Context: an optimization exercise on an open-source flow, tuned for small area, a short achievable clock period and few clock cycles per item. The choices shown serve that exercise and are no tape-out recipe.
At most, simulation tests tie the RTL to the original design; equivalence was not proved.
No activity file was given, so power comes from the tool's default toggle rates.

Design lane_runner_solver, start of the top module:
module lane_runner_solver
#(
  parameter int LANES = 4,
  parameter int COLS  = 64,
  parameter int LW    = $clog2(LANES)
) (
  input  wire logic             clk,
  input  wire logic             rst,
  input  wire logic             in_valid,
  input  wire logic [LW-1:0]    init,
  input  wire logic [2*LANES-1:0] in_map,
  output wire logic             out_valid,
  output wire logic [1:0]       out,
  output wire logic [LW-1:0]    lane_out,
  output wire logic             no_path
);
Size in the first run: roughly 550 flip-flops, ~19 I/O pins.
==> flow/config.mk <==
export PLATFORM = sky130hd
export DESIGN_NAME = lane_runner_solver
export DESIGN_NICKNAME = lane_runner_solver
export VERILOG_FILES = /design/flow/design.v
export SDC_FILE = /design/flow/constraint.sdc
export NUM_CORES = 4
export LEC_CHECK = 0
export CAP_MARGIN = 20
export CORE_MARGIN = 2
export CORE_UTILIZATION = 40
export CTS_CLUSTER_DIAMETER = 100
export CTS_CLUSTER_SIZE = 25
export SETUP_SLACK_MARGIN = 3.4
export SLEW_MARGIN = 20
==> flow/constraint.sdc <==
create_clock -name core_clock -period 5.5 [get_ports {clk}]
set_input_delay 1.1000 -clock core_clock [delete_from_list [all_inputs] [get_ports {clk}]]
set_output_delay 1.1000 -clock core_clock [all_outputs]
set_load 0.01 [all_outputs]
run.sh (not shown) runs the stock make flow with config.mk's settings and CLKGATE_MAP_FILE= SYNTH_SCRIPT=/design/flow/synth_recipe.tcl, a recipe that flattens the netlist after the stock synthesis.
Testbench counts at the start, summed over its fixed seeds: cycles 130,638, maps 1,200.
==> next run, changes <==
--- a/flow/config.mk
+++ b/flow/config.mk
@@ -12,3 +12,3 @@
 export CTS_CLUSTER_SIZE = 25
-export SETUP_SLACK_MARGIN = 3.4
+export SETUP_SLACK_MARGIN = 3.6
 export SLEW_MARGIN = 20
Effect:
- utilization rises by 0.52 points
- die area does not change
- design area came out higher by 1.2%
- worst hold slack degrades by 0.0056 ns
- via count is about the same
- total power went up by 1.9%
- clock skew came out higher by 0.014 ns
- clock power climbs by about 5%
- fmax came out lower by 3.7%
- combinational power increases by 4.9%
- worst setup slack gets worse by 0.082 ns

========
lane_runner_solver, a different RTL version from the one above (not shown whole).
Size: about 1400 cells after synthesis, ~19 I/O pins, ~18000 um^2 of cells after synthesis.
export LEC_CHECK = 0
export CAP_MARGIN = 20
export CORE_MARGIN = 2
export CORE_UTILIZATION = 65
export CTS_CLUSTER_DIAMETER = 100
export CTS_CLUSTER_SIZE = 25
export PLACE_DENSITY = 0.75
export SETUP_SLACK_MARGIN = 3.6
export SLEW_MARGIN = 20
create_clock -name core_clock -period 5.5 [get_ports {clk}]
Testbench counts at the start, summed over its fixed seeds: cycles 130,290, maps 1,200.
==> next run, changes <==
Settings changed: CORE_UTILIZATION 65 to 80, PLACE_DENSITY 0.75 to 0.88, SETUP_SLACK_MARGIN 3.6 to 3.4.
=> Utilization increases by 16 points. Synthesized cell count is unchanged. Routed wire length decreases by 2.1%. Final cell count decreases by 4.0%.
==> next run, changes <==
Settings changed: CORE_UTILIZATION 80 to 55, PLACE_DENSITY 0.88 to 0.65.
After rerunning:
- routed wire length grows by 1.3%
- hold slack is worse by 0.011 ns
- via count shrinks by 2.1%
- area after synthesis is unchanged
- design area stays flat
- core utilization shrinks by 26 points
- sequential share of layout area shrinks by 0.18 points
==> next run, changes <==
Settings changed: CORE_UTILIZATION 55 to 40, PLACE_DENSITY 0.65 to not set.
Effect: Utilization drops by 15 points. Setup slack got worse by 0.011 ns. Final area went up by 1.8%. Routed wire length drops by 0.67%. Power rises by 0.47%. Sequential share of layout area fell by 1.1 points. Count of clock-buffer cells in the layout rises by 1. First-iteration DRC count came out lower by 11%.
==> next run, changes <==
Settings changed: CORE_UTILIZATION 40 to 65, CTS_CLUSTER_DIAMETER 100 to 80, CTS_CLUSTER_SIZE 25 to 20, PLACE_DENSITY set to 0.75, SETUP_SLACK_MARGIN 3.4 to 3.45.
The changed run finished with timing, DRC and antenna clean.
Sequential share of layout area came out higher by 0.84 points.
Routed wire length came out lower by a few percent.
Sequential power is about the same.
Global-route usage came out higher by 9.1 points.
Synthesized area does not change.
Fmax came out higher slightly.
Via count came out higher slightly.
First-iteration DRC count came out higher by a little under a tenth.
==> next run, changes <==
Settings changed: CTS_CLUSTER_DIAMETER 80 to 100, CTS_CLUSTER_SIZE 20 to 25, SETUP_SLACK_MARGIN 3.45 to 3.4.
After rerunning: Routed wire length stays flat; clock power goes down by 11%; non-clock buffer count goes up by 1; combinational power stays flat; clock-buffer cell count goes down by 4.

========
Another version of the RTL of lane_runner_solver (not shown whole).
Size: roughly 1400 cells after synthesis, ~530 flip-flops, about 19 I/O pins.
Settings: LEC_CHECK=0, CAP_MARGIN=20, CORE_MARGIN=2, CORE_UTILIZATION=40, SETUP_SLACK_MARGIN=3.4, SLEW_MARGIN=20; clock period 5.5 ns.
Change:
CTS_BUF_LIST = sky130_fd_sc_hd__clkbuf_8   (was default)
CTS_CLUSTER_SIZE = 24   (was default)
After rerunning:
- The changed run completed without violations
- setup slack is worse by 0.057 ns
- register-to-register slack is worse by 0.06 ns
- cell area falls by about 1%
- clock skew climbs by 0.017 ns
- clock power went down by about 14%
- die area does not change
No run of this note included a check of the RTL's function; only the layout flow was run.

========
== west ==
Another version of the RTL of lane_runner_solver (not shown whole).
Size: ~2500 cells after synthesis, ~19 I/O pins, roughly 20000 sq um of cells after synthesis.
clock: 5.5 ns
lec_check: 0
abc_area: 1
cap_margin: 20
core_margin: 2
core_utilization: 65
cts_cluster_diameter: 100
cts_cluster_size: 25
place_density: 0.75
setup_slack_margin: 3.4
slew_margin: 20
Having completed the whole flow, west delivered a layout that passed the timing, design-rule and antenna checks.
Testbench counts of west, summed over its fixed seeds: cycles 130,638, maps 1,200.
[inputs] south vs west
- CORE_UTILIZATION: 65 -> 40
- ABC_AREA: 1 -> unset
- PLACE_DENSITY: 0.75 -> unset
The run showing the smaller worst hold slack is south. The run showing the smaller switching share of total power is south. Critical path capture point = no_path: south; critical path capture point = out_valid: west. Between south and west, the sequential power does not differ in any meaningful way.

==> what the ideal ports hide <==
No port has a modelled driver above. Below, the same layouts with a new extraction and two added sets of constraints.
Step 1 (the two cells are an assumption about what drives the block):
set clk [get_ports {clk}]
set_driving_cell -lib_cell sky130_fd_sc_hd__clkbuf_16 $clk
set_driving_cell -lib_cell sky130_fd_sc_hd__buf_2 [delete_from_list [all_inputs] $clk]
Step 2 times the ports against the registers' clock, not the clock port: input delays grow and output delays shrink by t, the midpoint of the rising clock arrivals with the driver on.
Three values: ideal, step 1, step 2; two values: the first two.
| run | shift t [ns] | slack for setup (ns) | hold slack, ns | clock arrival spread, ns | worst slew at a driven data input, ns |
|---|---|---|---|---|---|
| the first run of note 1 | 0.623 | 3.376 / 3.322 / 2.872 | 0.361 / 0.361 / 0.361 | 0.024 / 0.024 | 0.04 |
| the second run of note 1 | 0.621 | 3.294 / 3.294 / 2.801 | 0.355 / 0.355 / 0.355 | 0.039 / 0.039 | 0.05 |
| the first run of note 2 | 0.606 | 3.403 / 3.351 / 3.100 | 0.345 / 0.345 / 0.345 | 0.030 / 0.030 | 0.04 |
| the second run of note 2 | 0.597 | 3.409 / 3.359 / 3.044 | 0.362 / 0.362 / 0.362 | 0.019 / 0.019 | 0.04 |
| the third run of note 2 | 0.605 | 3.386 / 3.333 / 3.042 | 0.351 / 0.351 / 0.351 | 0.022 / 0.021 | 0.03 |
| the fourth run of note 2 | 0.613 | 3.374 / 3.326 / 3.067 | 0.348 / 0.348 / 0.348 | 0.016 / 0.017 | 0.04 |
| the fifth run of note 2 | 0.629 | 3.382 / 3.335 / 3.023 | 0.356 / 0.356 / 0.356 | 0.011 / 0.011 | 0.04 |
| the sixth run of note 2 | 0.603 | 3.401 / 3.351 / 3.040 | 0.357 / 0.357 / 0.357 | 0.012 / 0.013 | 0.03 |
| the first run of note 3 | 0.652 | 3.178 / 3.178 / 2.666 | 0.419 / 0.419 / 0.419 | 0.028 / 0.028 | 0.06 |
| the second run of note 3 | 0.682 | 3.121 / 3.121 / 2.678 | 0.417 / 0.417 / 0.417 | 0.048 / 0.047 | 0.05 |
| west | 0.611 | 3.378 / 3.324 / 3.123 | 0.359 / 0.359 / 0.359 | 0.013 / 0.012 | 0.03 |
| south | 0.618 | 3.378 / 3.329 / 2.864 | 0.355 / 0.355 / 0.355 | 0.032 / 0.032 | 0.03 |
After both steps every run listed still meets setup and hold. For south, which loses most, drivers alone change the setup slack by -0.049 ns; drivers and shift together by -0.514 ns.
